From an optimization exercise on the open Yosys and OpenROAD flow, aimed at small area, a short achievable clock period and few clock cycles per item; shortcuts taken in it are not production practice. The RTL was checked by simulation tests, not by an equivalence proof against the original design. No activity file was given, so power comes from the tool's default toggle rates.

==> design.v <==
package bbp_pkg;
   localparam int MAX_INDEX_BITS_DEFAULT = 10;
   localparam int COUNT_WIDTH_DEFAULT    = 32;
   localparam int ADDR_WIDTH  = 32;
   localparam int FIELD_WIDTH = 32;
   localparam int INDEX_REG_WIDTH = 4;
   localparam int EFF_WIDTH   = 5;
   typedef logic [ADDR_WIDTH-1:0]      addr_type;
   typedef logic [FIELD_WIDTH-1:0]     field_type;
   typedef logic [INDEX_REG_WIDTH-1:0] index_reg_type;
   typedef logic [EFF_WIDTH-1:0]       eff_bits_type;
   typedef logic [1:0]                 ctr_type;
   localparam index_reg_type INDEX_BITS_RESET = index_reg_type'(12);
   localparam ctr_type CTR_MIN = 2'd0;
   localparam ctr_type CTR_MAX = 2'd3;
   typedef struct packed {
      logic fire;
      logic predicted;
      logic taken;
   } outcome_type;
endpackage
module bbp_counter_ram #(
   parameter int ROW_BITS = 5,
   parameter int COL_BITS = 5
) (
   input  logic                                clock,
   input  logic [(1<<COL_BITS)-1:0]            rd_col_oh,
   output logic [(1<<ROW_BITS)-1:0][1:0]       rd_rows,
   input  logic [(1<<ROW_BITS)-1:0]            wr_row_en,
   input  logic [(1<<COL_BITS)-1:0]            wr_col_en,
   input  bbp_pkg::ctr_type                    wr_data
);
   localparam int ROWS = 1 << ROW_BITS;
   localparam int COLS = 1 << COL_BITS;
   logic [ROWS-1:0][COLS-1:0][1:0] mem;
   for (genvar r = 0; r < ROWS; r++) begin : g_row
      for (genvar c = 0; c < COLS; c++) begin : g_col
         always_ff @(posedge clock) begin
            if (wr_row_en[r] && wr_col_en[c]) begin
               mem[r][c] <= wr_data;
            end
         end
      end
   end
   always_comb begin
      for (int r = 0; r < ROWS; r++) begin
         rd_rows[r] = '0;
         for (int c = 0; c < COLS; c++) begin
            rd_rows[r] = rd_rows[r] | ({2{rd_col_oh[c]}} & mem[r][c]);
         end
      end
   end
endmodule
module bbp_stats #(
   parameter int COUNT_WIDTH = bbp_pkg::COUNT_WIDTH_DEFAULT
) (
   input  logic                   clock,
   input  logic                   clear,
   input  logic                   count,
   input  logic [3:0]             cls,
   output logic [COUNT_WIDTH-1:0] branch_tally,
   output logic [COUNT_WIDTH-1:0] hit_taken_tally,
   output logic [COUNT_WIDTH-1:0] miss_taken_tally,
   output logic [COUNT_WIDTH-1:0] hit_not_taken_tally,
   output logic [COUNT_WIDTH-1:0] miss_not_taken_tally
);
   function automatic logic [COUNT_WIDTH-1:0] sat_inc(input logic [COUNT_WIDTH-1:0] v);
      for (int i = 0; i < COUNT_WIDTH; i++) begin
         sat_inc[i] = (&v) | (v[i] ^ (&(v | ~((COUNT_WIDTH'(1) << i) - 1))));
      end
   endfunction
   logic [4:0][COUNT_WIDTH-1:0] tally_ff;
   logic [4:0]                  bump;
   assign bump = {1'b1, cls};
   for (genvar k = 0; k < 5; k++) begin : g_tally
      always_ff @(posedge clock) begin
         if (clear) begin
            tally_ff[k] <= '0;
         end else if (count && bump[k]) begin
            tally_ff[k] <= sat_inc(tally_ff[k]);
         end
      end
   end
   assign branch_tally         = tally_ff[4];
   assign hit_taken_tally      = tally_ff[3];
   assign miss_taken_tally     = tally_ff[2];
   assign miss_not_taken_tally = tally_ff[1];
   assign hit_not_taken_tally  = tally_ff[0];
endmodule
module bimodal_branch_predictor_unit #(
   parameter int MAX_INDEX_BITS = bbp_pkg::MAX_INDEX_BITS_DEFAULT,
   parameter int COUNT_WIDTH    = bbp_pkg::COUNT_WIDTH_DEFAULT
) (
   input  logic                   clock,
   input  logic                   reset,
   input  logic                   req_valid,
   output logic                   req_ready,
   input  bbp_pkg::addr_type      req_branch_address,
   input  logic                   req_taken,
   output logic                   rsp_valid,
   input  logic                   rsp_ready,
   output logic                   rsp_predicted_taken,
   output logic                   rsp_prediction_correct,
   output bbp_pkg::field_type     rsp_total_branches,
   output bbp_pkg::field_type     rsp_right_taken_count,
   output bbp_pkg::field_type     rsp_wrong_taken_count,
   output bbp_pkg::field_type     rsp_right_not_taken_count,
   output bbp_pkg::field_type     rsp_wrong_not_taken_count,
   input  logic                   csr_write_enable,
   input  bbp_pkg::index_reg_type csr_write_data
);
   localparam int COL_BITS = MAX_INDEX_BITS / 2;
   localparam int ROW_BITS = MAX_INDEX_BITS - COL_BITS;
   localparam int ROWS     = 1 << ROW_BITS;
   localparam int COLS     = 1 << COL_BITS;
   localparam int FIFO_AW  = 3;
   localparam int FIFO_D   = 1 << FIFO_AW;
   localparam int CAP      = FIFO_D;
   typedef logic [MAX_INDEX_BITS-1:0] idx_type;
   localparam bbp_pkg::eff_bits_type EFF_MAX = bbp_pkg::eff_bits_type'(MAX_INDEX_BITS);
   localparam bbp_pkg::eff_bits_type EFF_MIN = bbp_pkg::eff_bits_type'(1);
   bbp_pkg::index_reg_type index_bits_ff;
   logic                   clear_ff;
   logic                   ready_ff;
   logic [FIFO_AW:0]       inflight_ff;
   bbp_pkg::eff_bits_type eff_bits;
   idx_type               mask;
   idx_type               req_idx;
   logic                  accept;
   logic                  pop;
   logic [FIFO_AW:0]      inflight_next;
   always_comb begin
      priority if (index_bits_ff == '0) begin
         eff_bits = EFF_MIN;
      end else if (bbp_pkg::eff_bits_type'(index_bits_ff) > EFF_MAX) begin
         eff_bits = EFF_MAX;
      end else begin
         eff_bits = bbp_pkg::eff_bits_type'(index_bits_ff);
      end
   end
   always_comb begin
      for (int i = 0; i < MAX_INDEX_BITS; i++) begin
         mask[i] = (bbp_pkg::eff_bits_type'(i) < eff_bits);
      end
   end
   assign req_idx   = req_branch_address[MAX_INDEX_BITS-1:0] & mask;
   assign req_ready = ready_ff;
   assign accept    = req_valid && ready_ff;
   assign inflight_next = inflight_ff + (FIFO_AW+1)'(accept) - (FIFO_AW+1)'(pop);
   always_ff @(posedge clock) begin
      if (reset) begin
         index_bits_ff <= bbp_pkg::INDEX_BITS_RESET;
         inflight_ff   <= '0;
         ready_ff      <= 1'b1;
      end else begin
         if (csr_write_enable) begin
            index_bits_ff <= csr_write_data;
         end
         inflight_ff <= inflight_next;
         ready_ff    <= (inflight_next < (FIFO_AW+1)'(CAP));
      end
   end
   always_ff @(posedge clock) begin
      clear_ff <= reset;
   end
   logic             a_valid_ff;
   idx_type          a_idx_ff;
   logic             a_taken_ff;
   logic [COLS-1:0]  a_col_oh_ff;
   logic             b_valid_ff, c_valid_ff, w_valid_ff;
   idx_type          b_idx_ff, c_idx_ff, w_idx_ff;
   always_ff @(posedge clock) begin
      if (reset) begin
         a_valid_ff <= 1'b0;
      end else begin
         a_valid_ff <= accept;
      end
   end
   always_ff @(posedge clock) begin
      a_idx_ff   <= req_idx;
      a_taken_ff <= req_taken;
      for (int c = 0; c < COLS; c++) begin
         a_col_oh_ff[c] <= (req_idx[COL_BITS-1:0] == COL_BITS'(c));
      end
   end
   logic [ROWS-1:0][1:0] rd_rows;
   logic [ROWS-1:0]      wr_row_en;
   logic [COLS-1:0]      wr_col_en;
   bbp_pkg::ctr_type     wr_data;
   bbp_counter_ram #(
      .ROW_BITS (ROW_BITS),
      .COL_BITS (COL_BITS)
   ) u_ram (
      .clock     (clock),
      .rd_col_oh (a_col_oh_ff),
      .rd_rows   (rd_rows),
      .wr_row_en (wr_row_en),
      .wr_col_en (wr_col_en),
      .wr_data   (wr_data)
   );
   logic a_hit1, a_hit2, a_hit3;
   assign a_hit1 = b_valid_ff && (b_idx_ff == a_idx_ff);
   assign a_hit2 = c_valid_ff && (c_idx_ff == a_idx_ff);
   assign a_hit3 = w_valid_ff && (w_idx_ff == a_idx_ff);
   logic                 b_taken_ff;
   logic [ROWS-1:0][1:0] b_rows_ff;
   logic [ROWS-1:0]      b_row_oh_ff;
   logic                 b_hit1_ff, b_hit2_ff, b_hit3_ff;
   bbp_pkg::ctr_type     w_val_ff, w2_val_ff;
   bbp_pkg::ctr_type     b_row_val, b_ctr;
   always_ff @(posedge clock) begin
      if (reset) begin
         b_valid_ff <= 1'b0;
      end else begin
         b_valid_ff <= a_valid_ff;
      end
   end
   always_ff @(posedge clock) begin
      b_idx_ff   <= a_idx_ff;
      b_taken_ff <= a_taken_ff;
      b_rows_ff  <= rd_rows;
      b_hit1_ff  <= a_hit1;
      b_hit2_ff  <= a_hit2;
      b_hit3_ff  <= a_hit3;
      for (int r = 0; r < ROWS; r++) begin
         b_row_oh_ff[r] <= (a_idx_ff[MAX_INDEX_BITS-1:COL_BITS] == ROW_BITS'(r));
      end
   end
   always_comb begin
      b_row_val = '0;
      for (int r = 0; r < ROWS; r++) begin
         b_row_val = b_row_val | ({2{b_row_oh_ff[r]}} & b_rows_ff[r]);
      end
   end
   always_comb begin
      if (b_hit2_ff) begin
         b_ctr = w_val_ff;
      end else if (b_hit3_ff) begin
         b_ctr = w2_val_ff;
      end else begin
         b_ctr = b_row_val;
      end
   end
   logic             c_taken_ff;
   logic             c_hit1_ff;
   bbp_pkg::ctr_type c_ctr_ff;
   bbp_pkg::ctr_type ctr_now, ctr_next;
   logic             pred;
   always_ff @(posedge clock) begin
      if (reset) begin
         c_valid_ff <= 1'b0;
      end else begin
         c_valid_ff <= b_valid_ff;
      end
   end
   always_ff @(posedge clock) begin
      c_idx_ff   <= b_idx_ff;
      c_taken_ff <= b_taken_ff;
      c_hit1_ff  <= b_hit1_ff;
      c_ctr_ff   <= b_ctr;
   end
   assign ctr_now = c_hit1_ff ? w_val_ff : c_ctr_ff;
   assign pred    = ctr_now[1];
   always_comb begin
      if (c_taken_ff) begin
         ctr_next = (ctr_now == bbp_pkg::CTR_MAX) ? ctr_now : ctr_now + 2'd1;
      end else begin
         ctr_next = (ctr_now == bbp_pkg::CTR_MIN) ? ctr_now : ctr_now - 2'd1;
      end
   end
   always_ff @(posedge clock) begin
      if (reset) begin
         w_valid_ff <= 1'b0;
      end else begin
         w_valid_ff <= c_valid_ff;
      end
   end
   always_ff @(posedge clock) begin
      w_idx_ff  <= c_idx_ff;
      w_val_ff  <= ctr_next;
      w2_val_ff <= w_val_ff;
   end
   always_comb begin
      for (int r = 0; r < ROWS; r++) begin
         wr_row_en[r] = clear_ff ||
                        (w_valid_ff && (w_idx_ff[MAX_INDEX_BITS-1:COL_BITS] == ROW_BITS'(r)));
      end
      for (int c = 0; c < COLS; c++) begin
         wr_col_en[c] = clear_ff || (w_idx_ff[COL_BITS-1:0] == COL_BITS'(c));
      end
   end
   assign wr_data = clear_ff ? bbp_pkg::CTR_MIN : w_val_ff;
   logic [FIFO_D-1:0] fifo_pred_ff, fifo_taken_ff;
   logic [FIFO_AW:0]  wptr_ff, rptr_ff;
   logic              fifo_nonempty;
   logic              fifo_pop;
   always_ff @(posedge clock) begin
      if (reset) begin
         wptr_ff <= '0;
         rptr_ff <= '0;
      end else begin
         if (c_valid_ff) begin
            wptr_ff <= wptr_ff + 1'b1;
         end
         if (fifo_pop) begin
            rptr_ff <= rptr_ff + 1'b1;
         end
      end
   end
   always_ff @(posedge clock) begin
      if (c_valid_ff) begin
         fifo_pred_ff[wptr_ff[FIFO_AW-1:0]]  <= pred;
         fifo_taken_ff[wptr_ff[FIFO_AW-1:0]] <= c_taken_ff;
      end
   end
   assign fifo_nonempty = (wptr_ff != rptr_ff);
   assign head_pred     = fifo_pred_ff[rptr_ff[FIFO_AW-1:0]];
   assign head_taken    = fifo_taken_ff[rptr_ff[FIFO_AW-1:0]];
   logic       nx_valid_ff, nx_pred_ff;
   logic [3:0] nx_cls_ff;
   logic       head_pred, head_taken;
   logic rsp_valid_ff, rsp_pred_ff, rsp_correct_ff;
   assign pop      = nx_valid_ff && (!rsp_valid_ff || rsp_ready);
   assign fifo_pop = fifo_nonempty && (!nx_valid_ff || pop);
   always_ff @(posedge clock) begin
      if (reset) begin
         nx_valid_ff <= 1'b0;
      end else if (!nx_valid_ff || pop) begin
         nx_valid_ff <= fifo_nonempty;
      end
   end
   always_ff @(posedge clock) begin
      if (!nx_valid_ff || pop) begin
         nx_pred_ff <= head_pred;
         nx_cls_ff  <= {head_pred && head_taken, head_pred && !head_taken,
                        !head_pred && head_taken, !head_pred && !head_taken};
      end
   end
   always_ff @(posedge clock) begin
      if (reset) begin
         rsp_valid_ff <= 1'b0;
      end else begin
         rsp_valid_ff <= nx_valid_ff || (rsp_valid_ff && !rsp_ready);
      end
   end
   always_ff @(posedge clock) begin
      if (pop) begin
         rsp_pred_ff    <= nx_pred_ff;
         rsp_correct_ff <= nx_cls_ff[3] || nx_cls_ff[0];
      end
   end
   bbp_stats #(
      .COUNT_WIDTH(COUNT_WIDTH)
   ) u_stats (
      .clock                (clock),
      .clear                (clear_ff),
      .count                (pop),
      .cls                  (nx_cls_ff),
      .branch_tally         (rsp_total_branches),
      .hit_taken_tally      (rsp_right_taken_count),
      .miss_taken_tally     (rsp_wrong_taken_count),
      .hit_not_taken_tally  (rsp_right_not_taken_count),
      .miss_not_taken_tally (rsp_wrong_not_taken_count)
   );
   assign rsp_valid              = rsp_valid_ff;
   assign rsp_predicted_taken    = rsp_pred_ff;
   assign rsp_prediction_correct = rsp_correct_ff;
endmodule
==> run.sh <==
#!/bin/bash
# synth_recipe.tcl (not shown) runs the flow's synth.tcl, then flattens the netlist and writes it again
# the make line also repeats each setting of config.mk as NAME=value (left out here)
make -C /OpenROAD-flow-scripts/flow DESIGN_CONFIG=/design/flow/config.mk WORK_HOME=/design/flow/orfs CLKGATE_MAP_FILE= SYNTH_SCRIPT=/design/flow/synth_recipe.tcl finish
==> config.mk <==
export PLATFORM = sky130hd
export DESIGN_NAME = bimodal_branch_predictor_unit
export DESIGN_NICKNAME = bimodal_branch_predictor_unit
export VERILOG_FILES = /design/flow/design.v
export SDC_FILE = /design/flow/constraint.sdc
export NUM_CORES = 4
export LEC_CHECK = 0
export CAP_MARGIN = 20
export CORE_MARGIN = 2
export CORE_UTILIZATION = 65
export CTS_CLUSTER_DIAMETER = 60
export CTS_CLUSTER_SIZE = 30
export PLACE_DENSITY = 0.72
export SETUP_SLACK_MARGIN = 2.9
export SLEW_MARGIN = 20
==> constraint.sdc <==
create_clock -name core_clock -period 5.0 [get_ports {clock}]
set_input_delay 1.0000 -clock core_clock [delete_from_list [all_inputs] [get_ports {clock}]]
set_output_delay 1.0000 -clock core_clock [all_outputs]
set_load 0.01 [all_outputs]
==> flow_metrics.py, run 1 <==
metrics = {
    "status": {
        "status": "complete, no violations",
    },
    "layout": {
        "finish.utilization_pct": 76.28,
        "layout-drive-gt1-share_pct": 21.39,
        "fin_nets": 6853,
        "final_cell_area_sq_um": 107600,
        "synthToLayoutAreaGrowth_pct": 16.90,
    },
    "grt": {
        "grt_overflow_total": 0,
        "grt_pass1_wl_um": 447700,
        "use_met2_pct": 63.66,
        "grt_max_degree": 227,
        "met3_usage_pct": 15.40,
        "grt_usage_pct": 44.16,
        "grt.busiest_layer": "met2",
        "met1_usage_pct": 57.76,
        "grt_pass1_vias": 61090,
        "antenna_found_initial": 19,
    },
    "floorplanning": {
        "fp.dieArea_sq_um": 144600,
        "initial_core_util_pct": 65.26,
        "core_sq_um": 141100,
        "num_rows": 138,
        "fp.dieW_um": 380.3,
        "num_io_pins": 206,
        "die_y_um": 380.3,
    },
    "routing": {
        "vias": 65050,
        "route.detailed.drc": 0,
        "postRouteAntennaNets": 0,
        "viasPerCell": 7.388,
        "first_pass_iters": 7,
        "first_iter_violations": 12680,
        "wirelength_um": 327800,
        "avgRoutedWirePerCell_um": 37.23,
    },
    "clocking": {
        "cts_tree": "done",
        "cts_sinks": 2436,
        "path_clk_slew_ns": 0.09,
        "cts-buffers-inserted": 142,
        "h-tree-depth": 4,
        "cts_root_buffer": "clkbuf_16",
        "clkLatencyLatePin_ns": 0.84,
        "clock_path_buffers": 3,
        "cts_hold_buf": 0,
    },
    "sta": {
        "slew_violations": 0,
        "tightestPinTransition_ns": 1.136,
        "fin_tns_setup_ns": 0,
        "hold_viol_final": 0,
        "slew_headroom_pct": 24.03,
        "setup_viol": 0,
        "min_period_over_period_pct": 46.83,
        "clock_skew_ns": 0.06524,
        "layout_min_cycle_time_ns": 2.341,
        "rsz0062_at_grt": "true",
        "fmaxAchievable_ghz": 0.4271,
    },
    "synthesis": {
        "syn_inst": 6359,
        "synth_common_cells": "edfxtp_1, nor2_1, a22oi_1",
        "syn_avg_cell_area_sq_um": 14.48,
        "netlist_area_sq_um": 92050,
        "yosysTopAreaCellShare_pct": 67.56,
        "synth.most_common_cell": "edfxtp_1",
        "yosysWarnings": 3,
        "yosysUniqueCellTypes": 82,
        "synth_enable_flop_cells": 2071,
        "yosysSeqAreaShare_pct": 75.50,
        "synth_fp_nets": 6436,
        "yosysTopAreaCell": "edfxtp_1",
        "async_flop_share_pct": 0,
        "synth-main-ff-cell": "edfxtp_1",
        "ys_ff_latch": 2436,
        "synth_area_leaders": "edfxtp_1, dfxtp_1, a22oi_1",
    },
    "critical_path": {
        "rr_startpoint": "a_col_oh_ff[17]",
        "worstSetupEndpointType": "primary output",
        "worst-path-buf-inv": 1,
        "critPathSlowestCell": "edfxtp_1",
        "critPathMaxFanout": 1,
        "r2r_cells": 6,
        "start_kind": "flip-flop",
        "critical_path_class": "flip-flop to primary output",
        "r2r_slack_ns": 2.85,
        "cp.depth": 1,
        "critPathArrivalTime_ns": 1.34,
        "required_ns": 4.00,
        "path_delay_family": "flip-flops",
        "cp_slowest_stage_delay_ns": 0.39,
        "worst_r2r_endpoint": "b_rows_ff[42]",
        "crit_chain": "buf_6",
    },
    "run": {
        "cap_violations": 0,
    },
    "placement": {
        "postPlaceCellArea_sq_um": 96540,
        "port_buffers": 183,
        "gp_congestion": 0.9184,
        "dp_hpwl_um": 160700,
    },
    "power_and_ir_drop": {
        "leakagePower_nw": 37.63,
        "power_density_nw_per_um2": 407.5,
        "irDropWorstVdd_v": 0.0003874,
    },
    "min_path": {
        "hold_end": "c_taken_ff",
        "hold_path_class": "flip-flop to flip-flop",
        "hp-start": "b_taken_ff",
        "hold_path_depth": 0,
    },
}
[report_power, final]
| group | internal [W] | switching [W] | total (W) |
|---|---|---|---|
| Sequential | 0.0249 | 0.000878 | 0.0258 |
| Combinational | 0.00115 | 0.00319 | 0.00434 |
| Clock | 0.00644 | 0.00732 | 0.0138 |
| Total | 0.0325 | 0.0114 | 0.0439 |
[kinds of logic after synthesis]
group / count (synthesis) / share of synthesized area [%]
DFF: 2436 / 75.50
muxes: 26 / 0.3520
buffers and inverters: 535 / 2.259
xor gates and xnor gates: 100 / 0.9514
AOI/OAI and AO/OA: 1362 / 11.13
adders and majority gates: 36 / 0.4948
and+or+nand+nor: 1864 / 9.319
[cells in the final DEF (no fill, tap or decap), drive strengths merged, types with 13 or more instances in the layout]
master / instances
clkinvlp: 13
inv: 78
and3: 25
clkdlybuf4s50: 18
nor2: 1171
nor2b: 21
xor2: 52
dfxtp: 365
edfxtp: 2071
nor3: 41
o21ai: 14
xnor2: 48
diode: 18
ha: 34
clkbuf: 170
nand2: 99
a21oi: 165
nor4: 22
nand3: 171
or4: 65
a22oi: 792
and2: 20
a211oi: 21
o221a: 20
clkinv: 34
a221oi: 133
buf: 745
a31oi: 30
a22o: 130
nand4: 173
[stage by stage]
step | hold slack, ns | std cells | total power [W] | setup WS, ns
6_report | 0.3375 | 8804 | 0.04386 | 2.659
5_1_grt | 0.3446 | 8791 | 0.04468 | 2.616
4_1_cts | 0.3342 | 8702 | 0.04332 | 2.640
3_5_place_dp | 0.3179 | 8090 | 0.02974 | 1.546
3_3_place_gp | 0.3147 | 8084 | 0.02961 | 1.524
2_1_floorplan | 0.3096 | 6359 | 0.02812 | -5.714
[timing repair]
item	CTS	global route
cloned	7	5
resized for setup	1258	122
pin swaps	34	26
setup endpoints to repair	4465	1965
setup buffers	341	79
[flip-flops by register name (all words and copies together) (netlist names), 4 cells and up]
| name | count |
|---|---|
| a_idx_ff | 10 |
| fifo_pred_ff | 8 |
| b_rows_ff | 64 |
| u_ram.mem | 2048 |
| index_bits_ff | 4 |
| u_stats.tally_ff | 160 |
| c_idx_ff | 10 |
| b_idx_ff | 10 |
| fifo_taken_ff | 8 |
| rptr_ff | 4 |
| inflight_ff | 4 |
| wptr_ff | 4 |
| w_idx_ff | 10 |
| nx_cls_ff | 4 |
| b_row_oh_ff | 32 |
| a_col_oh_ff | 32 |
[cell type report]
| cell class | instances | area (sq um) |
|---|---|---|
| inverter | 34 | 131.4 |
| timing repair inverter | 1 | 7.507 |
| antenna | 18 | 45.04 |
| timing repair buffer | 767 | 8120 |
| tap | 1890 | 2365 |
| fill | 8121 | 33460 |
| sequential | 2436 | 69990 |
| clock buffer | 167 | 3976 |
| clock inverter | 97 | 1209 |
| multi-input combinational | 3394 | 21770 |
[per-layer routing]
layer  vias to the layer above  wire length [um]
li1                      25500                 -
met1                     32060            104000
met2                      6026            140900
met3                      1441             57000
met4                        10             25800
met5                         -               124
[worst max path at each step]
stage          slack, ns                     to   startpoint
6_report            2.66    rsp_predicted_taken  rsp_pred_ff
4_1_cts             2.64    rsp_predicted_taken  rsp_pred_ff
3_5_place_dp        1.55  u_stats.tally_ff[126]    rsp_ready
3_3_place_gp        1.52         inflight_ff[2]    rsp_ready
5_1_grt             2.62    rsp_predicted_taken  rsp_pred_ff
2_1_floorplan      -5.71           u_ram.mem[0]     clear_ff
Testbench counts, summed over its fixed seeds: cycles 35,595, items 32,000.
==> run 2: changes to the inputs <==
--- a/design.v
+++ b/design.v
@@ -204,7 +204,6 @@
    assign a_hit3 = w_valid_ff && (w_idx_ff == a_idx_ff);
    logic                 b_taken_ff;
    logic [ROWS-1:0][1:0] b_rows_ff;
-   logic [ROWS-1:0]      b_row_oh_ff;
    logic                 b_hit1_ff, b_hit2_ff, b_hit3_ff;
    bbp_pkg::ctr_type     w_val_ff, w2_val_ff;
    bbp_pkg::ctr_type     b_row_val, b_ctr;
@@ -222,16 +221,8 @@
       b_hit1_ff  <= a_hit1;
       b_hit2_ff  <= a_hit2;
       b_hit3_ff  <= a_hit3;
-      for (int r = 0; r < ROWS; r++) begin
-         b_row_oh_ff[r] <= (a_idx_ff[MAX_INDEX_BITS-1:COL_BITS] == ROW_BITS'(r));
-      end
-   end
-   always_comb begin
-      b_row_val = '0;
-      for (int r = 0; r < ROWS; r++) begin
-         b_row_val = b_row_val | ({2{b_row_oh_ff[r]}} & b_rows_ff[r]);
-      end
    end
+   assign b_row_val = b_rows_ff[b_idx_ff[MAX_INDEX_BITS-1:COL_BITS]];
    always_comb begin
       if (b_hit2_ff) begin
          b_ctr = w_val_ff;
@@ -276,8 +267,14 @@
       end
    end
    always_ff @(posedge clock) begin
+      if (reset) begin
+         w_val_ff <= bbp_pkg::CTR_MIN;
+      end else begin
+         w_val_ff <= ctr_next;
+      end
+   end
+   always_ff @(posedge clock) begin
       w_idx_ff  <= c_idx_ff;
-      w_val_ff  <= ctr_next;
       w2_val_ff <= w_val_ff;
    end
    always_comb begin
@@ -289,7 +286,7 @@
          wr_col_en[c] = clear_ff || (w_idx_ff[COL_BITS-1:0] == COL_BITS'(c));
       end
    end
-   assign wr_data = clear_ff ? bbp_pkg::CTR_MIN : w_val_ff;
+   assign wr_data = w_val_ff;
    logic [FIFO_D-1:0] fifo_pred_ff, fifo_taken_ff;
    logic [FIFO_AW:0]  wptr_ff, rptr_ff;
    logic              fifo_nonempty;
==> flow/run.sh (new file) <==
#!/bin/bash
set -euo pipefail
export CTS_ARGS="-sink_clustering_enable -repair_clock_nets -sink_clustering_size 30 -sink_clustering_max_diameter 60 -dont_use_dummy_load"
bash standard.sh > standard.log 2>&1
==> standard.sh (new file) <==
#!/bin/bash
# synth_recipe.tcl (not shown) runs the flow's synth.tcl, then flattens the netlist and writes it again
# the make line also repeats each setting of config.mk as NAME=value (left out here)
make -C /OpenROAD-flow-scripts/flow DESIGN_CONFIG=/design/flow/config.mk WORK_HOME=/design/flow/orfs CLKGATE_MAP_FILE= SYNTH_SCRIPT=/design/flow/synth_recipe.tcl "${@:-finish}"
--- a/config.mk
+++ b/config.mk
@@ -11,5 +11,5 @@
 export CTS_CLUSTER_DIAMETER = 60
 export CTS_CLUSTER_SIZE = 30
 export PLACE_DENSITY = 0.72
-export SETUP_SLACK_MARGIN = 2.9
+export SETUP_SLACK_MARGIN = 3.0
 export SLEW_MARGIN = 20
removed: run.sh
==> flow_metrics.py, run 2 <==
metrics = {
    "sta": {
        "clock_skew_ns": 0.06139,
        "setup_viol": 0,
        "fmaxAchievable_ghz": 0.4299,
        "hold_viol_final": 0,
        "rsz0062_at_grt": "true",
        "tightestPinTransition_ns": 1.057,
        "layout_min_cycle_time_ns": 2.326,
        "slew_headroom_pct": 29.50,
        "min_period_over_period_pct": 46.52,
        "slew_violations": 0,
    },
    "synthesis": {
        "synth_enable_flop_cells": 2071,
        "syn_inst": 6322,
        "yosysWarnings": 3,
        "syn_avg_cell_area_sq_um": 14.45,
        "async_flop_share_pct": 0,
        "synth.most_common_cell": "edfxtp_1",
        "yosysTopAreaCell": "edfxtp_1",
        "ys_ff_latch": 2404,
        "synth_common_cells": "edfxtp_1, nor2_1, a22oi_1",
        "synth-main-ff-cell": "edfxtp_1",
        "netlist_area_sq_um": 91360,
        "synth_fp_nets": 6399,
        "yosysSeqAreaShare_pct": 75.37,
        "yosysUniqueCellTypes": 63,
        "synth_area_leaders": "edfxtp_1, dfxtp_1, a22oi_1",
        "yosysTopAreaCellShare_pct": 68.07,
    },
    "layout": {
        "final_cell_area_sq_um": 106500,
        "fin_nets": 6829,
        "largest_register_ffs": 2048,
        "final_common_cell": "edfxtp_1",
        "layout_common_cells": "edfxtp_1, nor2_1, a22oi_1, buf_4, buf_6",
        "layout-drive-gt1-share_pct": 22.12,
        "multi_input_area_sq_um": 22530,
        "fillerInstances": 8187,
        "synthToLayoutAreaGrowth_pct": 16.55,
        "seq_area_sq_um": 69370,
        "reg_top3": "u_ram.mem (2048), u_stats.tally_ff (160), b_rows_ff (64)",
        "largest-register": "u_ram.mem",
    },
    "floorplanning": {
        "num_rows": 137,
        "initial_core_util_pct": 65.47,
        "num_io_pins": 206,
        "fp.dieW_um": 378.9,
        "core_sq_um": 139500,
        "fp.dieArea_sq_um": 143600,
        "die_y_um": 378.9,
    },
    "routing": {
        "first_iter_violations": 12370,
        "viasPerCell": 7.538,
        "avgRoutedWirePerCell_um": 38.16,
        "vias": 65150,
        "first_pass_iters": 8,
        "wirelength_um": 329800,
        "route.detailed.drc": 0,
        "postRouteAntennaNets": 0,
    },
    "placement": {
        "port_buffers": 183,
        "postPlaceCellArea_sq_um": 95690,
        "gp_congestion": 0.8680,
        "dp_hpwl_um": 155200,
    },
    "power_and_ir_drop": {
        "power_density_nw_per_um2": 383.0,
        "leakagePower_nw": 36.96,
        "p_total_w": 0.04078,
        "irDropWorstVdd_v": 0.0003268,
    },
    "clocking": {
        "clock_path_buffers": 3,
        "cts-buffers-inserted": 143,
        "cts_tree": "done",
        "clkLatencyLatePin_ns": 0.84,
        "cts_root_buffer": "clkbuf_16",
        "h-tree-depth": 4,
        "path_clk_slew_ns": 0.09,
        "cts_sinks": 2404,
    },
    "run": {
        "cap_violations": 0,
    },
    "grt": {
        "grt_usage_pct": 44.48,
        "grt_max_degree": 245,
        "grt_pass1_wl_um": 441700,
        "grt_overflow_total": 0,
        "antenna_found_initial": 19,
        "grt_pass1_vias": 60020,
    },
    "critical_path": {
        "cp_slowest_stage_delay_ns": 0.37,
        "path_delay_family": "flip-flops",
        "critPathMaxFanout": 1,
        "worstSetupEndpointType": "primary output",
        "critPathArrivalTime_ns": 1.33,
        "required_ns": 4.00,
        "critical_path_class": "flip-flop to primary output",
        "start_kind": "flip-flop",
        "worst-path-buf-inv": 1,
        "crit_chain": "buf_2",
        "critPathSlowestCell": "edfxtp_1",
    },
    "status": {
        "status": "complete, no violations",
    },
    "min_path": {
        "hold_path_class": "flip-flop to flip-flop",
    },
}
-- run 2: metrics by stage --
step                      hold slack (ns)  setup WS (ns)  cells  util (%)  setup TNS (ns)
final                              0.3403          2.674   8643     76.31               0
after detailed placement           0.3168          1.375   8037     68.58               0
after CTS                          0.3377          2.669   8522     74.71               0
after global routing               0.3429          2.634   8629     76.29               0
after global placement             0.3111          1.420   8036     68.56               0
after floorplan                    0.3096        -0.1527   6322         -          -70.78
-- run 2: repair_timing --
action	CTS	global route
hold buffers	0	0
cloned	10	10
endpoints found under the setup margin	2703	1924
gates resized for setup	1346	301
pin swaps	39	86
buffers inserted	332	94
-- run 2: worst paths after layout --
kind	start	depth (start not counted)	slack, ns	endpoint
worst max-delay path	rsp_pred_ff	1	2.67	rsp_predicted_taken
worst min register to register	b_hit1_ff	0	0.34	c_hit1_ff
worst max register to register	b_idx_ff[6]	5	2.81	c_ctr_ff[1]
worst min-delay path	b_hit1_ff	0	0.34	c_hit1_ff
-- run 2: kinds of logic (layout without fill, tap and decap cells) --
group                      after synthesis  in the layout  share of synthesized area (%)
muxes                                   48             48                         0.7341
buffers and inverters                  535            959                          2.216
adders and majority gates               35             35                         0.4876
DFF                                   2404           2404                          75.37
xor gates and xnor gates               104            104                         0.9971
and+or+nand+nor                       1847           1850                          9.201
AOI/OAI and AO/OA                     1349           1350                          10.99
other                                    0             17                              0
-- run 2: layout make-up --
| cell class | instances | area share (%) |
|---|---|---|
| antenna | 17 | 0.03995 |
| clock buffer | 143 | 3.361 |
| inverter | 30 | 0.1116 |
| multi-input combinational | 3387 | 21.16 |
| sequential | 2404 | 65.15 |
| tap | 1876 | 2.204 |
| timing repair buffer | 785 | 7.966 |
| timing repair inverter | 1 | 0.007050 |
-- run 2: per-layer routing --
layer	global-route usage [%]	vias up	share of wire, %	wire length (um)
li1	-	25330	-	-
met1	58.28	31930	32	104000
met2	64.88	6319	43	142200
met3	14.25	1556	17	55240
met4	27.94	14	8.5	28110
met5	0.5146	-	0.073	241
-- run 2: power breakdown --
| group | total (W) | switching, W | internal, W |
|---|---|---|---|
| clock | 0.0113 | 0.00620 | 0.00508 |
| sequential | 0.0252 | 0.000836 | 0.0244 |
| combinational | 0.00424 | 0.00308 | 0.00116 |
Testbench counts of run 2, summed over its fixed seeds: cycles 35,595, items 32,000.
==> run 3: changes to the inputs <==
--- a/config.mk
+++ b/config.mk
@@ -11,5 +11,5 @@
 export CTS_CLUSTER_DIAMETER = 60
 export CTS_CLUSTER_SIZE = 30
 export PLACE_DENSITY = 0.72
-export SETUP_SLACK_MARGIN = 3.0
+export SETUP_SLACK_MARGIN = 2.7
 export SLEW_MARGIN = 20
==> flow_metrics.py, run 3 <==
metrics = {
    "floorplanning": {
        "num_rows": 137,
        "fp.dieArea_sq_um": 143600,
        "core_sq_um": 139500,
        "num_io_pins": 206,
        "initial_core_util_pct": 65.47,
        "fp.dieW_um": 378.9,
        "die_y_um": 378.9,
    },
    "critical_path": {
        "worst-path-buf-inv": 1,
        "critical_path_class": "flip-flop to flip-flop",
        "critPathSlowestCell": "or4_1",
        "cp_slowest_stage_delay_ns": 0.65,
        "critPathArrivalTime_ns": 2.94,
        "start_kind": "flip-flop",
        "worstSetupEndpointType": "flip-flop",
        "critPathMaxFanout": 26,
        "crit_chain": "buf_6, a22o_1, a221oi_1, nand3_1, or4_1",
        "required_ns": 5.62,
        "path_delay_family": "simple AND/OR/NAND/NOR gates",
    },
    "power_and_ir_drop": {
        "p_sw_share_pct": 24.24,
        "power_density_nw_per_um2": 395.4,
        "power_frac_seq_pct": 63.0,
        "combPwrFrac_pct": 9.2,
        "leakagePower_nw": 34.85,
        "irDropWorstVdd_v": 0.0003283,
        "p_int_w": 0.03042,
        "p_clk_share_pct": 27.9,
        "p_sw_w": 0.009735,
    },
    "status": {
        "status": "complete, no violations",
    },
    "placement": {
        "gp_congestion": 0.8680,
        "placed_cells": 8037,
        "port_buffers": 183,
        "dp_hpwl_um": 155200,
    },
    "synthesis": {
        "yosysWarnings": 3,
        "synth_fp_nets": 6399,
        "syn_inst": 6322,
        "synth-main-ff-cell": "edfxtp_1",
        "synth_enable_flop_cells": 2071,
        "synth.most_common_cell": "edfxtp_1",
        "synth_common_cells": "edfxtp_1, nor2_1, a22oi_1",
        "yosysUniqueCellTypes": 63,
        "yosysTopAreaCellShare_pct": 68.07,
        "netlist_area_sq_um": 91360,
        "syn_avg_cell_area_sq_um": 14.45,
        "ys_ff_latch": 2404,
        "async_flop_share_pct": 0,
        "synth_area_leaders": "edfxtp_1, dfxtp_1, a22oi_1",
        "yosysTopAreaCell": "edfxtp_1",
        "yosysSeqAreaShare_pct": 75.37,
    },
    "sta": {
        "worst_hold_slack_ns": 0.3366,
        "rsz0062_at_grt": "true",
        "hold_viol_final": 0,
        "slew_violations": 0,
        "layout_min_cycle_time_ns": 2.324,
        "min_period_over_period_pct": 46.48,
        "slew_headroom_pct": 20.25,
        "fmaxAchievable_ghz": 0.4303,
        "setup_viol": 0,
        "clock_skew_ns": 0.06190,
        "tightestPinTransition_ns": 1.196,
    },
    "clocking": {
        "path_clk_slew_ns": 0.07,
        "cts_hold_buf": 0,
        "cts_tree": "done",
        "cts_sinks": 2404,
        "cts_root_buffer": "clkbuf_16",
        "cts-buffers-inserted": 143,
        "h-tree-depth": 4,
        "clock_path_buffers": 3,
        "clkLatencyLatePin_ns": 0.84,
    },
    "routing": {
        "postRouteAntennaNets": 0,
        "vias": 61580,
        "wl_met1_um": 101100,
        "top_layer_used": "met5",
        "avgRoutedWirePerCell_um": 35.37,
        "met3_length_um": 43800,
        "route.detailed.drc": 0,
        "viasPerCell": 7.348,
        "wirelength_um": 296400,
        "first_iter_violations": 11470,
        "first_pass_iters": 6,
        "wl_met2_um": 133300,
    },
    "layout": {
        "reg_top3": "u_ram.mem (2048), u_stats.tally_ff (160), b_rows_ff (64)",
        "fin_nets": 6572,
        "largest-register": "u_ram.mem",
        "final_common_cell": "edfxtp_1",
        "largest_register_ffs": 2048,
        "synthToLayoutAreaGrowth_pct": 11.17,
        "layout-drive-gt1-share_pct": 15.66,
        "finalNonFillerCells": 8380,
        "layout_common_cells": "edfxtp_1, nor2_1, a22oi_1, buf_4, nand4_1",
        "fillerInstances": 9059,
        "finish.utilization_pct": 72.79,
    },
    "run": {
        "cap_violations": 0,
    },
    "grt": {
        "grt_pass1_vias": 57750,
        "antenna_found_initial": 8,
        "grt_overflow_total": 0,
        "grt_pass1_wl_um": 410300,
        "grt_max_degree": 245,
        "grt_usage_pct": 40.73,
    },
    "min_path": {
        "hold_path_class": "flip-flop to flip-flop",
    },
}
## run 3: per-layer routing
metal / vias to the layer above / track usage, %
li1: 24780 / -
met1: 30560 / 55.44
met2: 5298 / 62.36
met3: 944 / 9.778
met4: 4 / 19.96
met5: - / 0
## run 3: what timing repair did
| item | in CTS | in global routing |
|---|---|---|
| gates resized for setup | 1092 | 42 |
| pin swaps | 18 | 2 |
| setup endpoints to repair | 2385 | 362 |
| setup buffers | 163 | 26 |
## run 3: path summary, 6_finish.rpt
path | cells past startpoint | slack, ns | startpoint | end
max | 5 | 2.68 | a_col_oh_ff[0] | b_rows_ff[16]
max reg2reg | 5 | 2.68 | a_col_oh_ff[0] | b_rows_ff[16]
min | 0 | 0.34 | b_taken_ff | c_taken_ff
min reg2reg | 0 | 0.34 | b_taken_ff | c_taken_ff
## run 3: layout make-up
type | count | area (sq um) | area share, %
inverter | 30 | 112.6 | 0.1109
antenna | 11 | 27.53 | 0.02710
tap | 1876 | 2347 | 2.311
clock buffer | 143 | 3578 | 3.523
multi-input combinational | 3383 | 21200 | 20.88
sequential | 2404 | 69340 | 68.28
timing repair buffer | 533 | 4952 | 4.876
## run 3: metrics by stage
step	setup TNS, ns	instance area, sq um	worst slack [ns]	power [W]
after global routing	0	101500	2.629	0.04099
after global placement	0	95660	1.420	0.02897
after detailed placement	0	95690	1.375	0.02909
after CTS	0	101100	2.669	0.03990
after floorplan	-70.78	91360	-0.1527	0.02743
final	0	101600	2.676	0.04016
## run 3: kinds of logic after synthesis
kind of cell,count (synthesis),synth area share (%)
buf+inv,535,2.216
simple gates,1847,9.201
mux,48,0.7341
compound gates,1349,10.99
xor+xnor,104,0.9971
flops,2404,75.37
fa+ha+maj,35,0.4876
## run 3: power by group through the flow
stage	registers, W	clock network [W]	logic (W)
after floorplan	0.0260	0	0.00143
after global placement	0.0257	0	0.00331
after detailed placement	0.0257	0	0.00338
after CTS	0.0252	0.0111	0.00354
after global routing	0.0254	0.0118	0.00385
final	0.0253	0.0112	0.00368
==> run 4: changes to the inputs <==
--- a/config.mk
+++ b/config.mk
@@ -11,5 +11,5 @@
 export CTS_CLUSTER_DIAMETER = 60
 export CTS_CLUSTER_SIZE = 30
 export PLACE_DENSITY = 0.72
-export SETUP_SLACK_MARGIN = 2.7
+export SETUP_SLACK_MARGIN = 2.6
 export SLEW_MARGIN = 20
==> flow_metrics.py, run 4 <==
metrics = {
    "clocking": {
        "clkLatencyLatePin_ns": 0.83,
        "cts-buffers-inserted": 143,
        "cts_hold_buf": 0,
        "clock_path_buffers": 3,
        "path_clk_slew_ns": 0.09,
        "cts_sinks": 2404,
        "cts_root_buffer": "clkbuf_16",
        "cts_tree": "done",
        "h-tree-depth": 4,
    },
    "floorplanning": {
        "core_sq_um": 139500,
        "fp.dieArea_sq_um": 143600,
        "num_rows": 137,
        "fp.dieW_um": 378.9,
        "num_io_pins": 206,
        "die_y_um": 378.9,
        "initial_core_util_pct": 65.47,
    },
    "grt": {
        "grt_usage_pct": 39.62,
        "antenna_found_initial": 8,
        "grt_overflow_total": 0,
        "grt_pass1_wl_um": 401000,
        "grt_max_degree": 245,
        "grt_pass1_vias": 56930,
    },
    "power_and_ir_drop": {
        "p_int_w": 0.03039,
        "irDropWorstVdd_v": 0.0003275,
        "p_clk_share_pct": 27.9,
        "p_sw_share_pct": 24.17,
        "p_total_w": 0.04007,
        "p_sw_w": 0.009688,
        "combPwrFrac_pct": 9.0,
        "leakagePower_nw": 34.14,
        "power_frac_seq_pct": 63.1,
        "power_density_nw_per_um2": 398.7,
    },
    "sta": {
        "slew_violations": 0,
        "min_period_over_period_pct": 48.72,
        "setup_viol": 0,
        "slew_headroom_pct": 17.75,
        "hold_viol_final": 0,
        "clock_skew_ns": 0.06020,
        "layout_min_cycle_time_ns": 2.436,
        "rsz0062_at_grt": "true",
        "fmaxAchievable_ghz": 0.4105,
        "tightestPinTransition_ns": 1.234,
        "fin_ws_ns": 2.564,
    },
    "synthesis": {
        "yosysUniqueCellTypes": 63,
        "yosysTopAreaCell": "edfxtp_1",
        "yosysTopAreaCellShare_pct": 68.07,
        "synth-main-ff-cell": "edfxtp_1",
        "synth_area_leaders": "edfxtp_1, dfxtp_1, a22oi_1",
        "ys_ff_latch": 2404,
        "async_flop_share_pct": 0,
        "netlist_area_sq_um": 91360,
        "synth_common_cells": "edfxtp_1, nor2_1, a22oi_1",
        "synth_fp_nets": 6399,
        "syn_inst": 6322,
        "yosysWarnings": 3,
        "syn_avg_cell_area_sq_um": 14.45,
        "synth_enable_flop_cells": 2071,
        "synth.most_common_cell": "edfxtp_1",
        "yosysSeqAreaShare_pct": 75.37,
    },
    "layout": {
        "final_cell_area_sq_um": 100500,
        "largest-register": "u_ram.mem",
        "final_common_cell": "edfxtp_1",
        "largest_register_ffs": 2048,
        "synthToLayoutAreaGrowth_pct": 10.01,
        "reg_top3": "u_ram.mem (2048), u_stats.tally_ff (160), b_rows_ff (64)",
        "fin_nets": 6489,
        "layout_common_cells": "edfxtp_1, nor2_1, a22oi_1, buf_4, nand4_1",
        "layout-drive-gt1-share_pct": 14.10,
        "finish.utilization_pct": 72.03,
    },
    "critical_path": {
        "critical_path_class": "flip-flop to flip-flop",
        "start_kind": "flip-flop",
        "critPathArrivalTime_ns": 2.93,
        "worstSetupEndpointType": "flip-flop",
        "required_ns": 5.49,
        "critPathMaxFanout": 32,
    },
    "placement": {
        "dp_slack_ns": 1.375,
        "dp_hpwl_um": 155200,
        "gp_congestion": 0.8680,
        "postPlaceCellArea_sq_um": 95690,
        "port_buffers": 183,
    },
    "routing": {
        "first_pass_iters": 6,
        "avgRoutedWirePerCell_um": 34.96,
        "postRouteAntennaNets": 0,
        "first_iter_violations": 10920,
        "route.detailed.drc": 0,
        "viasPerCell": 7.297,
        "wirelength_um": 289900,
        "vias": 60510,
    },
    "run": {
        "cap_violations": 0,
    },
    "min_path": {
        "hold_path_class": "flip-flop to flip-flop",
    },
    "status": {
        "status": "complete, no violations",
    },
}
[run 4: cell count changes in the layout (fill, tap and decap cells not counted), sizes merged]
cell           delta
buf             -157
clkdlybuf4s15    +74
dlymetal6s2s      +1
dlygate4sd2       -1
diode             -4
[run 4: per-layer routing]
layer	up-vias	track usage [%]	share of wire [%]
li1	24610	-	-
met1	30210	54.47	35
met2	4770	60.47	45
met3	918	9.034	14
met4	10	19.35	6.1
met5	-	0	0.022
[run 4: what timing repair did]
item	4_1_cts	5_1_grt
hold endpoints to repair	0	0
gates resized for setup	807	24
buffers inserted	80	26
pin swaps	16	3
setup endpoints to repair	2353	379
[run 4: final cells by class]
cell class / instances / area, sq um
multi-input cells: 3383 / 21140
flip-flops and latches: 2404 / 69250
fillers: 9195 / 39030
clock buffers: 143 / 3578
diodes: 7 / 17.52
repair buffers: 450 / 4058
well taps: 1876 / 2347
inverters: 30 / 112.6
[run 4: final timing paths]
check,from,endpoint,slack (ns),cells past startpoint
worst max-delay path,w_idx_ff[2],u_ram.mem[1821],2.56,4
worst min-delay path,b_taken_ff,c_taken_ff,0.34,0
worst max register to register,w_idx_ff[2],u_ram.mem[1821],2.56,4
worst min register to register,b_taken_ff,c_taken_ff,0.34,0
[run 4: kinds of logic after synthesis]
kind of cell,after synthesis,share of synthesized area [%]
compound gates,1349,10.99
xor+xnor,104,0.9971
fa+ha+maj,35,0.4876
buf+inv,535,2.216
flops,2404,75.37
mux,48,0.7341
simple gates,1847,9.201
[run 4: power by group through the flow]
stage / clock network (W) / logic, W / registers, W
6_report: 0.0112 / 0.00359 / 0.0253
5_1_grt: 0.0118 / 0.00376 / 0.0254
4_1_cts: 0.0111 / 0.00343 / 0.0253
3_5_place_dp: 0 / 0.00338 / 0.0257
3_3_place_gp: 0 / 0.00331 / 0.0257
2_1_floorplan: 0 / 0.00143 / 0.0260
[run 4: critical path, cell delays in order, from the launching register on]
cell     delay, ns
dfxtp_1       0.43
and3_1        0.36
a21oi_4       0.16
buf_4         0.95
nor2_1        0.23
[run 4: metrics by stage]
step,std cells,setup TNS [ns],hold WS [ns]
2_1_floorplan,6322,-70.78,0.3096
3_3_place_gp,8036,0,0.3111
3_5_place_dp,8037,0,0.3168
4_1_cts,8260,0,0.3377
5_1_grt,8286,0,0.3417
6_report,8293,0,0.3376
==> run 5: changes to the inputs <==
--- a/config.mk
+++ b/config.mk
@@ -7,9 +7,9 @@
 export LEC_CHECK = 0
 export CAP_MARGIN = 20
 export CORE_MARGIN = 2
-export CORE_UTILIZATION = 65
+export CORE_UTILIZATION = 70
 export CTS_CLUSTER_DIAMETER = 60
 export CTS_CLUSTER_SIZE = 30
-export PLACE_DENSITY = 0.72
-export SETUP_SLACK_MARGIN = 2.6
+export PLACE_DENSITY = 0.78
+export SETUP_SLACK_MARGIN = 2.8
 export SLEW_MARGIN = 20
==> flow_metrics.py, run 5 <==
metrics = {
    "layout": {
        "layout-drive-gt1-share_pct": 17.85,
        "largest_register_ffs": 2048,
        "final_common_cell": "edfxtp_1",
        "fillerInstances": 6889,
        "largest-register": "u_ram.mem",
        "layout_common_cells": "edfxtp_1, nor2_1, a22oi_1, buf_4, buf_6",
        "synthToLayoutAreaGrowth_pct": 13.20,
        "reg_top3": "u_ram.mem (2048), u_stats.tally_ff (160), b_rows_ff (64)",
        "fin_nets": 6696,
    },
    "sta": {
        "fin_ws_ns": 2.637,
        "fmaxAchievable_ghz": 0.4232,
        "slew_violations": 0,
        "fin_tns_setup_ns": 0,
        "rsz0062_at_grt": "true",
        "min_period_over_period_pct": 47.26,
        "clock_skew_ns": 0.07679,
        "slew_headroom_pct": 26.51,
        "hold_viol_final": 0,
        "tightestPinTransition_ns": 1.099,
        "setup_viol": 0,
        "worst_hold_slack_ns": 0.3302,
        "layout_min_cycle_time_ns": 2.363,
    },
    "min_path": {
        "hp-start": "b_taken_ff",
        "hold_end": "c_taken_ff",
        "hold_path_class": "flip-flop to flip-flop",
        "hold_path_depth": 0,
    },
    "critical_path": {
        "crit_chain": "buf_2",
        "worst_r2r_endpoint": "u_ram.mem[737]",
        "r2r_cells": 5,
        "critical_path_class": "flip-flop to primary output",
        "worstSetupEndpointType": "primary output",
        "start_kind": "flip-flop",
        "worst-path-buf-inv": 1,
        "cp_slowest_stage_delay_ns": 0.42,
        "critPathArrivalTime_ns": 1.36,
        "path_delay_family": "flip-flops",
        "critPathSlowestCell": "edfxtp_1",
        "r2r_slack_ns": 2.66,
        "required_ns": 4.00,
        "critPathMaxFanout": 1,
        "rr_startpoint": "w_idx_ff[0]",
    },
    "clocking": {
        "clock_path_buffers": 3,
        "clkLatencyLatePin_ns": 0.84,
        "cts_root_buffer": "clkbuf_16",
        "cts_tree": "done",
        "cts-buffers-inserted": 142,
        "h-tree-depth": 4,
        "cts_sinks": 2404,
        "path_clk_slew_ns": 0.07,
    },
    "synthesis": {
        "synth.most_common_cell": "edfxtp_1",
        "async_flop_share_pct": 0,
        "yosysSeqAreaShare_pct": 75.37,
        "ys_ff_latch": 2404,
        "netlist_area_sq_um": 91360,
        "synth_enable_flop_cells": 2071,
        "synth_area_leaders": "edfxtp_1, dfxtp_1, a22oi_1",
        "yosysTopAreaCellShare_pct": 68.07,
        "syn_avg_cell_area_sq_um": 14.45,
        "syn_inst": 6322,
        "synth-main-ff-cell": "edfxtp_1",
        "synth_common_cells": "edfxtp_1, nor2_1, a22oi_1",
        "yosysTopAreaCell": "edfxtp_1",
        "yosysUniqueCellTypes": 63,
        "synth_fp_nets": 6399,
        "yosysWarnings": 3,
    },
    "placement": {
        "dp_slack_ns": 1.409,
        "dp_hpwl_um": 153000,
        "gp_congestion": 0.8903,
        "port_buffers": 183,
    },
    "routing": {
        "first_pass_iters": 10,
        "vias": 64840,
        "first_iter_violations": 14610,
        "wirelength_um": 314900,
        "route.detailed.drc": 0,
        "viasPerCell": 7.730,
        "postRouteAntennaNets": 0,
        "avgRoutedWirePerCell_um": 37.54,
    },
    "grt": {
        "grt_pass1_wl_um": 426100,
        "grt_pass1_vias": 59770,
        "grt_overflow_total": 0,
        "grt_usage_pct": 45.95,
        "grt_max_degree": 236,
        "antenna_found_initial": 25,
    },
    "floorplanning": {
        "fp.dieArea_sq_um": 133400,
        "num_rows": 132,
        "initial_core_util_pct": 70.55,
        "die_y_um": 365.3,
        "core_sq_um": 129500,
        "fp.dieW_um": 365.3,
        "num_io_pins": 206,
    },
    "power_and_ir_drop": {
        "leakagePower_nw": 35.74,
        "p_total_w": 0.04037,
        "irDropWorstVdd_v": 0.0004167,
        "power_density_nw_per_um2": 390.4,
    },
    "status": {
        "status": "complete, no violations",
    },
    "run": {
        "cap_violations": 0,
    },
}
==> run 5: final cells by class <==
cell class	instances	area (sq um)	share of cell area, %
Tap cell	1742	2180	2.108
Sequential cell	2404	69370	67.08
Antenna cell	29	72.57	0.07017
Timing Repair Buffer	656	6723	6.501
Clock buffer	142	3553	3.436
Multi-Input combinational cell	3384	21390	20.69
Inverter	30	116.4	0.1125
Timing Repair inverter	1	7.507	0.007259
==> run 5: per-stage QoR <==
stage | area, sq um | util, % | cells
CTS | 102300 | 78.98 | 8273
detailed placement | 95480 | 73.74 | 7894
finish | 103400 | 79.87 | 8388
global route | 103400 | 79.83 | 8369
floorplan | 91360 | - | 6322
global placement | 95430 | 73.70 | 7892
==> run 5: power breakdown <==
group | leakage, nW | internal (W) | switching [W]
logic | 11.2 | 0.000975 | 0.00291
registers | 22.8 | 0.0244 | 0.000861
clock network | 1.75 | 0.00505 | 0.00614
total | 35.7 | 0.0305 | 0.00991
==> run 5: worst max path at each step <==
stage | startpoint | to | slack [ns] | depth (start not counted)
after CTS | rsp_pred_ff | rsp_predicted_taken | 2.61 | 1
after global placement | rsp_ready | u_stats.tally_ff[88] | 1.40 | 7
after global routing | rsp_pred_ff | rsp_predicted_taken | 2.60 | 1
after floorplan | w_val_ff[1] | fifo_pred_ff[1] | -0.15 | 3
after detailed placement | rsp_ready | u_stats.tally_ff[84] | 1.41 | 7
final | rsp_pred_ff | rsp_predicted_taken | 2.64 | 1
==> run 5: what timing repair did <==
| action | in CTS | in global routing |
|---|---|---|
| pin swaps | 19 | 14 |
| hold buffers | 0 | 0 |
| cloned | 2 | 3 |
| setup buffers | 235 | 83 |
| setup endpoints to repair | 2419 | 1266 |
| resized for setup | 1197 | 86 |
==> run 5: per-layer routing <==
layer / up-vias / global-route usage, % / routed length, um / part of all wire, %
met5: - / 0 / 83 / 0.026
met4: 12 / 30.32 / 26710 / 8.5
met3: 1613 / 15.10 / 58770 / 19
met2: 6926 / 66.00 / 134100 / 43
met1: 31290 / 60.66 / 95180 / 30
li1: 24990 / - / - / -
==> run 5: logic make-up after synthesis <==
| kind of cell | count (synthesis) | share of synthesized area, % |
|---|---|---|
| flip-flops | 2404 | 75.37 |
| buffers and inverters | 535 | 2.216 |
| multiplexers | 48 | 0.7341 |
| AND/OR/NAND/NOR | 1847 | 9.201 |
| XOR/XNOR | 104 | 0.9971 |
| AO/OA/AOI/OAI | 1349 | 10.99 |
| adder cells (fa/ha/maj) | 35 | 0.4876 |
==> run 6: changes to the inputs <==
--- a/config.mk
+++ b/config.mk
@@ -5,11 +5,11 @@
 export SDC_FILE = /design/flow/constraint.sdc
 export NUM_CORES = 4
 export LEC_CHECK = 0
-export CAP_MARGIN = 20
+export CAP_MARGIN = 5
 export CORE_MARGIN = 2
-export CORE_UTILIZATION = 70
+export CORE_UTILIZATION = 65
 export CTS_CLUSTER_DIAMETER = 60
 export CTS_CLUSTER_SIZE = 30
-export PLACE_DENSITY = 0.78
+export PLACE_DENSITY = 0.72
 export SETUP_SLACK_MARGIN = 2.8
-export SLEW_MARGIN = 20
+export SLEW_MARGIN = 5
==> flow_metrics.py, run 6 <==
metrics = {
    "status": {
        "status": "complete, no violations",
    },
    "clocking": {
        "h-tree-depth": 4,
        "cts_root_buffer": "clkbuf_16",
        "cts_tree": "done",
        "cts_hold_buf": 0,
        "clock_path_buffers": 3,
        "cts-buffers-inserted": 143,
        "clkLatencyLatePin_ns": 0.83,
        "path_clk_slew_ns": 0.06,
        "cts_sinks": 2404,
    },
    "grt": {
        "grt_pass1_vias": 58510,
        "grt_max_degree": 245,
        "grt_overflow_total": 0,
        "antenna_found_initial": 16,
        "grt_pass1_wl_um": 423600,
        "grt_usage_pct": 42.38,
    },
    "layout": {
        "final_cell_area_sq_um": 103500,
        "seq_area_sq_um": 69350,
        "fillerInstances": 8691,
        "reg_top3": "u_ram.mem (2048), u_stats.tally_ff (160), b_rows_ff (64)",
        "layout_common_cells": "edfxtp_1, nor2_1, a22oi_1, buf_4, buf_6",
        "multi_input_area_sq_um": 21400,
        "finalNonFillerCells": 8516,
        "largest_register_ffs": 2048,
        "final_common_cell": "edfxtp_1",
        "fin_nets": 6705,
        "synthToLayoutAreaGrowth_pct": 13.31,
        "largest-register": "u_ram.mem",
        "finish.utilization_pct": 74.19,
        "layout-drive-gt1-share_pct": 17.70,
    },
    "floorplanning": {
        "initial_core_util_pct": 65.47,
        "num_io_pins": 206,
        "die_y_um": 378.9,
        "fp.dieArea_sq_um": 143600,
        "num_rows": 137,
        "fp.dieW_um": 378.9,
        "core_sq_um": 139500,
    },
    "power_and_ir_drop": {
        "leakagePower_nw": 35.78,
        "power_density_nw_per_um2": 389.4,
        "irDropWorstVdd_v": 0.0003682,
    },
    "min_path": {
        "hold_path_class": "flip-flop to flip-flop",
        "hp-start": "b_taken_ff",
    },
    "critical_path": {
        "startpoint": "rsp_pred_ff",
        "path_delay_family": "flip-flops",
        "critical_path_class": "flip-flop to primary output",
        "rr_startpoint": "a_col_oh_ff[31]",
        "required_ns": 4.00,
        "worst-path-buf-inv": 1,
        "cp_slowest_stage_delay_ns": 0.38,
        "start_kind": "flip-flop",
        "critPathArrivalTime_ns": 1.29,
        "critPathMaxFanout": 1,
        "crit_chain": "buf_6",
        "critPathSlowestCell": "edfxtp_1",
        "worstSetupEndpointType": "primary output",
    },
    "routing": {
        "wirelength_um": 309600,
        "route.detailed.drc": 0,
        "first_pass_iters": 7,
        "viasPerCell": 7.387,
        "postRouteAntennaNets": 0,
        "vias": 62910,
        "first_iter_violations": 11670,
        "avgRoutedWirePerCell_um": 36.35,
    },
    "sta": {
        "tightestPinTransition_ns": 1.101,
        "clock_skew_ns": 0.05512,
        "setup_viol": 0,
        "rsz0062_at_grt": "true",
        "fmaxAchievable_ghz": 0.4364,
        "min_period_over_period_pct": 45.83,
        "layout_min_cycle_time_ns": 2.291,
        "hold_viol_final": 0,
        "slew_violations": 0,
        "slew_headroom_pct": 26.57,
    },
    "synthesis": {
        "yosysUniqueCellTypes": 63,
        "synth-main-ff-cell": "edfxtp_1",
        "yosysTopAreaCell": "edfxtp_1",
        "synth_common_cells": "edfxtp_1, nor2_1, a22oi_1",
        "synth_enable_flop_cells": 2071,
        "syn_avg_cell_area_sq_um": 14.45,
        "synth_fp_nets": 6399,
        "async_flop_share_pct": 0,
        "netlist_area_sq_um": 91360,
        "yosysTopAreaCellShare_pct": 68.07,
        "yosysSeqAreaShare_pct": 75.37,
        "syn_inst": 6322,
        "synth.most_common_cell": "edfxtp_1",
        "ys_ff_latch": 2404,
        "synth_area_leaders": "edfxtp_1, dfxtp_1, a22oi_1",
        "yosysWarnings": 3,
    },
    "placement": {
        "port_buffers": 183,
        "postPlaceCellArea_sq_um": 95660,
        "gp_congestion": 0.8680,
        "dp_hpwl_um": 155000,
        "placed_cells": 8036,
    },
    "run": {
        "cap_violations": 0,
    },
}
run 6: cell count changes in the layout (fill, tap and decap cells not counted), moves of 3 or more:
| cell | previous run | this run |
|---|---|---|
| diode_2 | 29 | 14 |
| buf_4 | 359 | 371 |
| buf_6 | 190 | 200 |
| buf_12 | 64 | 56 |
| or4_1 | 58 | 65 |
| or4_4 | 12 | 5 |
| dfxtp_4 | 100 | 95 |
| nand3_2 | 6 | 1 |
| a221oi_1 | 123 | 127 |
| a221oi_2 | 7 | 3 |
| buf_8 | 12 | 8 |
| dfxtp_2 | 108 | 112 |
| a31oi_4 | 0 | 3 |
| nand3_1 | 163 | 166 |
run 6: layer usage:
| metal | GRT usage [%] | share of wire, % | up-vias |
|---|---|---|---|
| met2 | 62.69 | 44 | 5581 |
| met5 | 0.4460 | 0.070 | - |
| li1 | - | - | 25060 |
| met4 | 24.30 | 7.2 | 20 |
| met3 | 12.23 | 16 | 1150 |
| met1 | 56.71 | 33 | 31100 |
run 6: cell families (layout without fill, tap and decap cells):
family          after synthesis  after routing  share of synthesized area (%)
fa+ha+maj                    35             35                         0.4876
buf+inv                     535            837                          2.216
other cells                   0             14                              0
xor+xnor                    104            104                         0.9971
flops                      2404           2404                          75.37
compound gates             1349           1350                          10.99
simple gates               1847           1848                          9.201
mux                          48             48                         0.7341
run 6: layout make-up:
type                    count  share of cell area [%]
repair buffers            663                   6.453
well taps                1876                   2.267
flip-flops and latches   2404                   67.00
inverters                  30                  0.1124
diodes                     14                 0.03384
clock buffers             143                   3.457
multi-input cells        3385                   20.67
repair inverters            1                0.007252
run 6: worst paths after layout:
kind	slack, ns	depth (start not counted)	end
worst min register to register	0.34	0	c_taken_ff
worst max register to register	2.73	5	b_rows_ff[25]
worst min-delay path	0.34	0	c_taken_ff
worst max-delay path	2.71	1	rsp_predicted_taken
run 6: report_power, final:
group          switching, W  internal, W  total [W]
Clock               0.00608      0.00508     0.0112
Sequential         0.000833       0.0244     0.0253
Combinational       0.00290      0.00100    0.00390
run 6: metrics by stage:
stage / total power (W) / setup TNS, ns / worst slack [ns] / hold WS [ns]
after global placement: 0.02897 / 0 / 1.420 / 0.3111
after global routing: 0.04113 / 0 / 2.672 / 0.3486
after floorplan: 0.02743 / -70.78 / -0.1527 / 0.3096
after detailed placement: 0.02908 / 0 / 1.374 / 0.3175
final: 0.04031 / 0 / 2.709 / 0.3353
after CTS: 0.03995 / 0 / 2.666 / 0.3358
run 6: what timing repair did:
item | CTS | global route
gates cloned | 2 | 4
endpoints found under the hold margin | 0 | 0
pin swaps | 21 | 12
setup buffers | 230 | 87
gates resized for setup | 1206 | 69
endpoints found under the setup margin | 2422 | 732
==> run 7: changes to the inputs <==
--- a/config.mk
+++ b/config.mk
@@ -5,11 +5,11 @@
 export SDC_FILE = /design/flow/constraint.sdc
 export NUM_CORES = 4
 export LEC_CHECK = 0
-export CAP_MARGIN = 5
+export CAP_MARGIN = 20
 export CORE_MARGIN = 2
 export CORE_UTILIZATION = 65
 export CTS_CLUSTER_DIAMETER = 60
 export CTS_CLUSTER_SIZE = 30
 export PLACE_DENSITY = 0.72
 export SETUP_SLACK_MARGIN = 2.8
-export SLEW_MARGIN = 5
+export SLEW_MARGIN = 20
==> flow_metrics.py, run 7 <==
metrics = {
    "status": {
        "status": "complete, no violations",
    },
    "layout": {
        "seq_area_sq_um": 69350,
        "reg_top3": "u_ram.mem (2048), u_stats.tally_ff (160), b_rows_ff (64)",
        "final_common_cell": "edfxtp_1",
        "layout_common_cells": "edfxtp_1, nor2_1, a22oi_1, buf_4, buf_6",
        "synthToLayoutAreaGrowth_pct": 13.29,
        "layout-drive-gt1-share_pct": 17.61,
        "largest-register": "u_ram.mem",
        "final_cell_area_sq_um": 103500,
        "multi_input_area_sq_um": 21430,
        "largest_register_ffs": 2048,
        "fillerInstances": 8758,
        "fin_nets": 6696,
    },
    "power_and_ir_drop": {
        "power_density_nw_per_um2": 390.0,
        "irDropWorstVdd_v": 0.0003251,
        "leakagePower_nw": 35.76,
    },
    "sta": {
        "fin_tns_setup_ns": 0,
        "clock_skew_ns": 0.06148,
        "slew_violations": 0,
        "fmaxAchievable_ghz": 0.4275,
        "layout_min_cycle_time_ns": 2.339,
        "hold_viol_final": 0,
        "setup_viol": 0,
        "tightestPinTransition_ns": 1.084,
        "min_period_over_period_pct": 46.78,
        "slew_headroom_pct": 27.73,
        "rsz0062_at_grt": "true",
        "worst_hold_slack_ns": 0.3376,
    },
    "clocking": {
        "cts_tree": "done",
        "clkLatencyLatePin_ns": 0.84,
        "h-tree-depth": 4,
        "cts_hold_buf": 0,
        "path_clk_slew_ns": 0.09,
        "cts_root_buffer": "clkbuf_16",
        "cts-buffers-inserted": 143,
        "cts_sinks": 2404,
        "clock_path_buffers": 3,
    },
    "routing": {
        "vias": 62620,
        "route.detailed.drc": 0,
        "viasPerCell": 7.360,
        "first_pass_iters": 6,
        "first_iter_violations": 12070,
        "postRouteAntennaNets": 0,
        "avgRoutedWirePerCell_um": 36.49,
        "wirelength_um": 310500,
    },
    "critical_path": {
        "r2r_slack_ns": 2.66,
        "critical_path_class": "flip-flop to flip-flop",
        "critPathMaxFanout": 7,
        "critPathArrivalTime_ns": 3.00,
        "worstSetupEndpointType": "flip-flop",
        "required_ns": 5.67,
        "start_kind": "flip-flop",
    },
    "synthesis": {
        "yosysTopAreaCell": "edfxtp_1",
        "synth_fp_nets": 6399,
        "yosysSeqAreaShare_pct": 75.37,
        "synth_enable_flop_cells": 2071,
        "syn_inst": 6322,
        "synth_area_leaders": "edfxtp_1, dfxtp_1, a22oi_1",
        "syn_avg_cell_area_sq_um": 14.45,
        "async_flop_share_pct": 0,
        "synth-main-ff-cell": "edfxtp_1",
        "ys_ff_latch": 2404,
        "yosysTopAreaCellShare_pct": 68.07,
        "synth.most_common_cell": "edfxtp_1",
        "synth_common_cells": "edfxtp_1, nor2_1, a22oi_1",
        "netlist_area_sq_um": 91360,
        "yosysUniqueCellTypes": 63,
        "yosysWarnings": 3,
    },
    "floorplanning": {
        "num_io_pins": 206,
        "core_sq_um": 139500,
        "initial_core_util_pct": 65.47,
        "fp.dieArea_sq_um": 143600,
        "fp.dieW_um": 378.9,
        "die_y_um": 378.9,
        "num_rows": 137,
    },
    "grt": {
        "grt_overflow_total": 0,
        "grt_usage_pct": 42.35,
        "grt_pass1_wl_um": 423500,
        "antenna_found_initial": 14,
        "grt_max_degree": 245,
        "grt_pass1_vias": 58710,
    },
    "placement": {
        "port_buffers": 183,
        "dp_hpwl_um": 155200,
        "gp_congestion": 0.8680,
        "postPlaceCellArea_sq_um": 95690,
    },
    "min_path": {
        "hold_path_class": "flip-flop to flip-flop",
    },
    "run": {
        "cap_violations": 0,
    },
}
run 7: timing repair:
| action | CTS | global route |
|---|---|---|
| cloned | 2 | 4 |
| setup buffers | 239 | 68 |
| pin swaps | 20 | 14 |
| setup endpoints to repair | 2421 | 871 |
| resized for setup | 1204 | 79 |
run 7: final timing paths:
| check | start | end | cells after the start |
|---|---|---|---|
| max | b_idx_ff[6] | c_ctr_ff[1] | 5 |
| min | b_hit1_ff | c_hit1_ff | 0 |
| max reg2reg | b_idx_ff[6] | c_ctr_ff[1] | 5 |
| min reg2reg | b_hit1_ff | c_hit1_ff | 0 |
run 7: routing by layer:
layer	GRT usage, %	part of all wire, %	up-vias
li1	-	-	25030
met1	56.83	33	31050
met2	62.65	44	5410
met3	11.72	16	1124
met4	24.81	7.3	14
met5	0	0.029	-
run 7: metrics by stage:
step                cells  util (%)  power, W  worst slack, ns
floorplan            6322         -   0.02743          -0.1527
global placement     8036     68.56   0.02897            1.420
detailed placement   8037     68.58   0.02909            1.375
CTS                  8421     73.45   0.03998            2.669
global route         8496     74.15   0.04117            2.641
finish               8509     74.18   0.04037            2.661
run 7: area by class of cell:
class / count / area share, %
tap: 1876 / 2.268
sequential: 2404 / 67.01
clock buffer: 143 / 3.457
antenna: 16 / 0.03868
timing repair buffer: 654 / 6.400
multi-input combinational: 3385 / 20.71
inverter: 30 / 0.1124
timing repair inverter: 1 / 0.007253
run 7: logic make-up after synthesis:
family | Yosys count | synth area share [%]
AND/OR/NAND/NOR | 1847 | 9.201
adder cells (fa/ha/maj) | 35 | 0.4876
flip-flops | 2404 | 75.37
multiplexers | 48 | 0.7341
AO/OA/AOI/OAI | 1349 | 10.99
XOR/XNOR | 104 | 0.9971
buffers and inverters | 535 | 2.216
run 7: power breakdown:
| group | internal, W | total, W | switching, W |
|---|---|---|---|
| Clock | 0.00508 | 0.0112 | 0.00615 |
| Combinational | 0.000989 | 0.00388 | 0.00289 |
| Sequential | 0.0244 | 0.0253 | 0.000834 |
| Total | 0.0305 | 0.0404 | 0.00988 |
run 7: worst max-delay path, stage by stage (launching register included):
cell and delay (ns):
dfxtp_4 0.54, buf_4 0.31, mux2i_1 0.74, o21ai_0 0.23
a21oi_1 0.27, a2111oi_2 0.09

Setup slack of run 7, layout unchanged: 2.661 ns with ideal ports, 2.612 ns with driving cells assumed (clock clkbuf_16, inputs buf_2), 2.048 ns with port delays also shifted by the 0.895 ns mid clock arrival.
